This design comes from an exercise in tuning for small area, a short achievable clock period and few clock cycles on the open sky130 flow, not from production work. Where RTL was checked, it was by simulation tests only, not by an equivalence proof against the original. Power is estimated from default activity; no workload was simulated.

Setup of before:
==> flow/design.v <==
`default_nettype none
package snow_pkg;
	typedef logic signed [17:0] fx_t;
	typedef logic [3:0] cell_addr_t;
	typedef logic [2:0] wb_addr_t;
	typedef logic [31:0] wb_data_t;
	localparam int NUM_CELLS = 10;
	localparam cell_addr_t SEED_CELL = 4'd4;
	localparam fx_t FX_ONE = 18'sb01_0000000000000000;
	localparam fx_t FX_SIXTH = 18'sb00_0010101010101010;
	localparam wb_addr_t REG_CTRL = 3'd0;
	localparam wb_addr_t REG_ALPHA = 3'd1;
	localparam wb_addr_t REG_BETA = 3'd2;
	localparam wb_addr_t REG_GAMMA = 3'd3;
	localparam wb_addr_t REG_STEP = 3'd4;
	localparam wb_addr_t REG_CELL = 3'd5;
	localparam wb_addr_t REG_LAST_U = 3'd6;
	localparam wb_addr_t REG_LAST_V = 3'd7;
	typedef enum logic [2:0] {SEED, IDLE, FETCH, WAIT_READ, SOLVE, COMMIT} sweep_state_t;
	function automatic fx_t fx_mult(input fx_t a, input fx_t b);
		logic signed [35:0] prod;
		prod = a * b;
		fx_mult = {prod[35], prod[32:16]};
	endfunction
endpackage
`default_nettype wire
`timescale 1ns/100ps
`default_nettype none
module snow_column_top
(
	input wire clk,
	input wire rst,
	input wire wb_cyc,
	input wire wb_stb,
	input wire wb_we,
	input snow_pkg::wb_addr_t wb_adr,
	input snow_pkg::wb_data_t wb_wdata,
	output snow_pkg::wb_data_t wb_rdata,
	output logic wb_ack
);
	typedef logic signed [17:0] fx_t;
	logic req, wr_req;
	logic [17:0] h_alpha, h_beta, h_gamma;
	logic pending;
	logic restart_q;
	assign req = wb_cyc && wb_stb && !wb_ack;
	assign wr_req = req && wb_we;
	logic [16:0] c_alpha;        
	fx_t c_beta, c_gamma;
	fx_t c_sixth;                
	logic [18:0] ring [0:8];     
	logic prev_fz;               
	logic [18:0] last;           
	logic first;                 
	logic [3:0] last_idx;
	logic [3:0] k;
	logic [15:0] sweep;
	logic seeding;
	logic [3:0] cnt;
	logic ready, vready;
	logic seed_v, seed_4;        
	logic signed [16:0] acc1;    
	logic [18:0] dsh;            
	logic signed [18:0] acc2;    
	fx_t veff_q;                 
	function automatic fx_t u_of(input logic [18:0] c);
		u_of = c[18] ? 18'sd0 : fx_t'(c[17:0]);
	endfunction
	function automatic fx_t v_of(input logic [18:0] c);
		v_of = c[18] ? fx_t'(c[17:0]) : 18'sd0;
	endfunction
	function automatic logic fz_of(input logic [18:0] c);
		fz_of = !c[17] && c[16];
	endfunction
	logic vcommit, rcommit, commit, shift;
	assign vcommit = vready;
	assign rcommit = ready && pending;
	assign commit = vcommit || rcommit;
	assign shift = (seeding && cnt != 4'd8) || rcommit;
	logic [18:0] ring_in, seed;
	assign ring_in = (seeding || first) ? seed : last;
	fx_t ub, ut, vert, xs, dlt;
	logic [17:0] v_s, v_c, d_s, d_c;
	logic signed [18:0] sum1;
	assign ub = (k == 4'd9 || seeding) ? c_beta : u_of(ring[0]);
	assign ut = (k == 4'd8 || seeding) ? c_beta : u_of(ring[2]);
	csa #(18) vert_csa (.a(ut), .b(ub), .c(c_beta), .s(v_s), .cy(v_c));
	add_fast #(18) vert_add (.a(v_s), .b(v_c), .ci(1'b0), .s(vert));
	add_fast #(19) acc1_add (.a({{2{acc1[16]}}, acc1}), .b({vert[17], vert}), .ci(1'b0), .s(sum1));
	assign xs = fx_t'(acc1 >>> 1);
	csa #(18) dlt_csa (.a(xs), .b(c_sixth), .c(~u_of(ring[1])), .s(d_s), .cy(d_c));
	add_fast #(18) dlt_add (.a(d_s), .b(d_c), .ci(1'b1), .s(dlt));
	logic [2:0] win;
	logic signed [19:0] a20, mag, pp;
	logic signed [18:0] acc_in, sum2;
	assign win = dsh[2:0];
	assign a20 = {{3{c_alpha[16]}}, c_alpha};
	always_comb begin
		case (win)
			3'b001, 3'b010, 3'b101, 3'b110: mag = a20;
			3'b011, 3'b100: mag = a20 <<< 1;
			default: mag = '0;
		endcase
		pp = win[2] ? ~mag : mag;
	end
	assign acc_in = commit ? 19'sd0 : (acc2 >>> 2);
	add_fast #(19) acc2_add (.a(acc_in), .b(pp[18:0]), .ci(win[2]), .s(sum2));
	fx_t fxp, u0, v1, vsum, veff, raw, s_sum, s_new;
	logic [17:0] s_s, s_c;
	logic sat, hit;
	logic [18:0] result;
	assign v1 = !seed_v ? v_of(ring[1]) : seed_4 ? 18'sh10000 : c_beta;
	add_fast #(18) vsum_add (.a(v1), .b(c_gamma), .ci(1'b0), .s(vsum));
	assign veff = (!vsum[17] && vsum[16]) ? 18'sh10000 : vsum;
	assign seed = seed_v ? {1'b1, vsum} : {1'b0, c_beta};
	assign fxp = {acc2[18], acc2[16:0]};
	assign u0 = u_of(ring[0]);
	add_fast #(18) raw_add (.a(u0), .b(fxp), .ci(1'b0), .s(raw));
	assign sat = !raw[17] && raw[16];
	csa #(18) s_csa (.a(u0), .b(fxp), .c(veff_q), .s(s_s), .cy(s_c));
	add_fast #(18) s_add (.a(s_s), .b(s_c), .ci(1'b0), .s(s_sum));
	assign s_new = sat ? {veff_q[17:16] + 2'd1, veff_q[15:0]} : s_sum;
	assign hit = fz_of(ring[0]) || ((k != 4'd0) && prev_fz) || ((k != 4'd9) && fz_of(ring[1]));
	assign result = {hit, s_new};
	fx_t lu, lv;
	assign lu = u_of(last);
	assign lv = v_of(last);
	always_ff @(posedge clk) begin
		if (rst) begin
			wb_ack <= 1'b0;
			restart_q <= 1'b1;
			h_alpha <= '0;
			h_beta <= '0;
			h_gamma <= '0;
			pending <= 1'b0;
		end else begin
			wb_ack <= req;
			restart_q <= wr_req && (wb_adr == snow_pkg::REG_CTRL) && wb_wdata[0];
			if (wr_req) begin
				case (wb_adr)
					snow_pkg::REG_ALPHA: h_alpha <= wb_wdata[17:0];
					snow_pkg::REG_BETA: h_beta <= wb_wdata[17:0];
					snow_pkg::REG_GAMMA: h_gamma <= wb_wdata[17:0];
					default: ;
				endcase
			end
			if (wr_req && (wb_adr == snow_pkg::REG_STEP) && wb_wdata[0]) begin
				pending <= 1'b1;
			end else if (rcommit) begin
				pending <= 1'b0;
			end
		end
		case (wb_adr)
			snow_pkg::REG_ALPHA: wb_rdata <= {14'd0, h_alpha};
			snow_pkg::REG_BETA: wb_rdata <= {14'd0, h_beta};
			snow_pkg::REG_GAMMA: wb_rdata <= {14'd0, h_gamma};
			snow_pkg::REG_STEP: wb_rdata <= {31'd0, pending};
			snow_pkg::REG_CELL: wb_rdata <= {sweep, 7'd0, fz_of(last), 4'd0, last_idx};
			snow_pkg::REG_LAST_U: wb_rdata <= {{14{lu[17]}}, lu};
			snow_pkg::REG_LAST_V: wb_rdata <= {{14{lv[17]}}, lv};
			default: wb_rdata <= '0;
		endcase
		if (rst) begin
			last <= '0;
			last_idx <= '0;
		end else if (rcommit) begin
			last <= result;
			last_idx <= k;
		end
		if (restart_q) begin
			c_alpha <= h_alpha[17:1];
			c_beta <= h_beta;
			c_gamma <= h_gamma;
		end
		if (rst || restart_q) begin
			seeding <= 1'b1;
			cnt <= 4'd15;
			ready <= 1'b0;
			vready <= 1'b0;
			seed_v <= 1'b0;
			seed_4 <= 1'b0;
			k <= 4'd9;
			sweep <= '0;
			first <= 1'b1;
		end else begin
			if (commit) begin
				cnt <= '0;
			end else if (seeding || cnt != 4'd8) begin
				cnt <= cnt + 4'd1;
			end
			if (vcommit) begin
				seeding <= 1'b0;
			end
			ready <= !commit && !seeding && (ready || cnt == 4'd7);
			vready <= seeding && cnt == 4'd8;
			seed_v <= seeding && (cnt == 4'd2 || cnt == 4'd3 || cnt == 4'd4);
			seed_4 <= seeding && cnt == 4'd3;
			if (commit) begin
				k <= (k == 4'd9) ? 4'd0 : k + 4'd1;
			end
			if (rcommit) begin
				first <= 1'b0;
			end
			if (rcommit && k == 4'd9) begin
				sweep <= sweep + 16'd1;
			end
		end
		if (shift) begin
			for (int i = 0; i < 8; i++) begin
				ring[i] <= ring[i + 1];
			end
			ring[8] <= ring_in;
			prev_fz <= fz_of(ring[0]);
		end
		if (restart_q || commit) begin
			acc1 <= '0;
		end else if (cnt <= 4'd6) begin
			acc1 <= 17'(sum1 >>> 2);
		end
		if (seeding && cnt == 4'd7) begin
			c_sixth <= xs;
		end
		if (seeding ? (cnt == 4'd8) : (cnt == 4'd7)) begin
			dsh <= {dlt, 1'b0};
		end else if (commit || cnt <= 4'd6) begin
			dsh <= {dsh[18], dsh[18], dsh[18:2]};
		end
		if (commit || cnt <= 4'd7) begin
			acc2 <= sum2;
		end
		if (commit) begin
			veff_q <= veff;
		end
	end
endmodule
module csa #(parameter int W = 18)
(
	input wire [W-1:0] a,
	input wire [W-1:0] b,
	input wire [W-1:0] c,
	output logic [W-1:0] s,
	output logic [W-1:0] cy
);
	logic [W-1:0] m;
	assign s = a ^ b ^ c;
	assign m = (a & b) | (a & c) | (b & c);
	assign cy = {m[W-2:0], 1'b0};
endmodule
module add_fast #(parameter int W = 18)
(
	input wire [W-1:0] a,
	input wire [W-1:0] b,
	input wire ci,
	output logic [W-1:0] s
);
	logic [W-1:0] p0;
	logic [W-1:0] g, p, ng, np;
	always_comb begin
		p0 = a ^ b;
		g = a & b;
		p = p0;
		g[0] = g[0] | (p0[0] & ci);
		for (int l = 0; (1 << l) < W; l++) begin
			ng = g;
			np = p;
			for (int i = 0; i < W; i++) begin
				if (((i >> l) & 1) == 1) begin
					ng[i] = g[i] | (p[i] & g[((i >> l) << l) - 1]);
					np[i] = p[i] & p[((i >> l) << l) - 1];
				end
			end
			g = ng;
			p = np;
		end
		s = p0 ^ {g[W-2:0], ci};
	end
endmodule
`default_nettype wire
Settings: LEC_CHECK=0, CAP_MARGIN=20, CORE_MARGIN=2, CORE_UTILIZATION=40, SLEW_MARGIN=20; clock period 22.0 ns.
standard.sh (not shown) runs the stock make flow with config.mk's settings and CLKGATE_MAP_FILE= SYNTH_SCRIPT=/design/flow/synth_recipe.tcl, a recipe that flattens the netlist after the stock synthesis.
==> flow/flow/run.sh <==
#!/bin/bash
set -eo pipefail
export SETUP_SLACK_MARGIN=16.5
bash standard.sh > standard.log 2>&1
Testbench counts of before, summed over its fixed seeds: cycles 34,024.
Edits applied to the flow inputs when going from before to after:
--- a/flow/design.v
+++ b/flow/design.v
@@ -56,11 +56,13 @@
 	logic [3:0] k;
 	logic [15:0] sweep;
 	logic seeding;
 	logic [3:0] cnt;
 	logic ready, vready;
+	logic dmode;                 
 	logic seed_v, seed_4;        
+	fx_t vert_q;                 
 	logic signed [16:0] acc1;    
 	logic [18:0] dsh;            
 	logic signed [18:0] acc2;    
 	fx_t veff_q;                 
 	function automatic fx_t u_of(input logic [18:0] c);
@@ -70,28 +72,31 @@
 		v_of = c[18] ? fx_t'(c[17:0]) : 18'sd0;
 	endfunction
 	function automatic logic fz_of(input logic [18:0] c);
 		fz_of = !c[17] && c[16];
 	endfunction
-	logic vcommit, rcommit, commit, shift;
+	logic vcommit, rcommit, commit, shift, force_beta;
 	assign vcommit = vready;
 	assign rcommit = ready && pending;
 	assign commit = vcommit || rcommit;
 	assign shift = (seeding && cnt != 4'd8) || rcommit;
+	assign force_beta = seeding && !vready;
 	logic [18:0] ring_in, seed;
 	assign ring_in = (seeding || first) ? seed : last;
-	fx_t ub, ut, vert, xs, dlt;
-	logic [17:0] v_s, v_c, d_s, d_c;
+	fx_t ub, ut, vert, xs, dlt, t_a, t_b, t_c;
+	logic [17:0] v_s, v_c;
 	logic signed [18:0] sum1;
-	assign ub = (k == 4'd9 || seeding) ? c_beta : u_of(ring[0]);
-	assign ut = (k == 4'd8 || seeding) ? c_beta : u_of(ring[2]);
-	csa #(18) vert_csa (.a(ut), .b(ub), .c(c_beta), .s(v_s), .cy(v_c));
-	add_fast #(18) vert_add (.a(v_s), .b(v_c), .ci(1'b0), .s(vert));
-	add_fast #(19) acc1_add (.a({{2{acc1[16]}}, acc1}), .b({vert[17], vert}), .ci(1'b0), .s(sum1));
+	assign ub = (k == 4'd8 || force_beta) ? c_beta : u_of(ring[1]);
+	assign ut = (k == 4'd7 || force_beta) ? c_beta : u_of(ring[3]);
 	assign xs = fx_t'(acc1 >>> 1);
-	csa #(18) dlt_csa (.a(xs), .b(c_sixth), .c(~u_of(ring[1])), .s(d_s), .cy(d_c));
-	add_fast #(18) dlt_add (.a(d_s), .b(d_c), .ci(1'b1), .s(dlt));
+	assign t_a = dmode ? xs : ut;
+	assign t_b = dmode ? c_sixth : ub;
+	assign t_c = dmode ? ~u_of(ring[1]) : c_beta;
+	csa #(18) vert_csa (.a(t_a), .b(t_b), .c(t_c), .s(v_s), .cy(v_c));
+	add_fast #(18) vert_add (.a(v_s), .b(v_c), .ci(dmode), .s(vert));
+	assign dlt = vert;
+	add_fast #(19) acc1_add (.a({{2{acc1[16]}}, acc1}), .b({vert_q[17], vert_q}), .ci(1'b0), .s(sum1));
 	logic [2:0] win;
 	logic signed [19:0] a20, mag, pp;
 	logic signed [18:0] acc_in, sum2;
 	assign win = dsh[2:0];
 	assign a20 = {{3{c_alpha[16]}}, c_alpha};
@@ -174,10 +179,11 @@
 		end
 		if (rst || restart_q) begin
 			seeding <= 1'b1;
 			cnt <= 4'd15;
 			ready <= 1'b0;
+			dmode <= 1'b0;
 			vready <= 1'b0;
 			seed_v <= 1'b0;
 			seed_4 <= 1'b0;
 			k <= 4'd9;
 			sweep <= '0;
@@ -191,10 +197,11 @@
 			if (vcommit) begin
 				seeding <= 1'b0;
 			end
 			ready <= !commit && !seeding && (ready || cnt == 4'd7);
 			vready <= seeding && cnt == 4'd8;
+			dmode <= !commit && (seeding ? (cnt == 4'd7) : (cnt == 4'd6));
 			seed_v <= seeding && (cnt == 4'd2 || cnt == 4'd3 || cnt == 4'd4);
 			seed_4 <= seeding && cnt == 4'd3;
 			if (commit) begin
 				k <= (k == 4'd9) ? 4'd0 : k + 4'd1;
 			end
@@ -210,19 +217,22 @@
 				ring[i] <= ring[i + 1];
 			end
 			ring[8] <= ring_in;
 			prev_fz <= fz_of(ring[0]);
 		end
+		if (commit || (seeding && cnt == 4'd15)) begin
+			vert_q <= vert;
+		end
 		if (restart_q || commit) begin
 			acc1 <= '0;
 		end else if (cnt <= 4'd6) begin
 			acc1 <= 17'(sum1 >>> 2);
 		end
 		if (seeding && cnt == 4'd7) begin
 			c_sixth <= xs;
 		end
-		if (seeding ? (cnt == 4'd8) : (cnt == 4'd7)) begin
+		if (dmode) begin
 			dsh <= {dlt, 1'b0};
 		end else if (commit || cnt <= 4'd6) begin
 			dsh <= {dsh[18], dsh[18], dsh[18:2]};
 		end
 		if (commit || cnt <= 4'd7) begin
Notes after the runs:
after: no failed stages, no open violations at the end. Summary of after over before: final sequential cell count shows an increase of 19; number of antenna violations at the first check in global routing shows a reduction of 1; proportion of power drawn by the clock network shows an increase of 1.6 points; area of all placed cells without fillers shows a reduction of 1.1%; part of the power in combinational logic shows a reduction of 2.7 points. Non-clock buffer count in after is 2.7% higher than in before.
Only the layout flow was run in after; the RTL was not checked for function there.

[afterwards: timing with drivers on the ports]
The flow's constraints put no driver on any port. The routed layouts listed below were extracted and timed again, unchanged, in two steps. Step 1 assumes that a clkbuf_16 drives the clock port and a buf_2 every other input. Step 2 moves the port delays by t, midway between the first and last clock arrival at a register: inputs arrive t later, outputs are due t later. That takes back most of the time a late clock gives input paths. Slacks: ideal / step 1 / step 2; pairs: ideal / step 1.
run | t (ns) | slack for setup (ns) | clock arrival spread, ns | worst register clock-pin slew, ns | worst slew at a driven data input, ns
before | 0.645 | 16.523 / 16.462 / 15.990 | 0.041 / 0.042 | 0.07 / 0.07 | 0.08
after | 0.656 | 16.508 / 16.455 / 15.882 | 0.022 / 0.022 | 0.07 / 0.07 | 0.05
After both steps setup and hold are still met in every run listed. For after, which loses most, drivers alone change the setup slack by -0.053 ns; drivers and shift together by -0.626 ns.
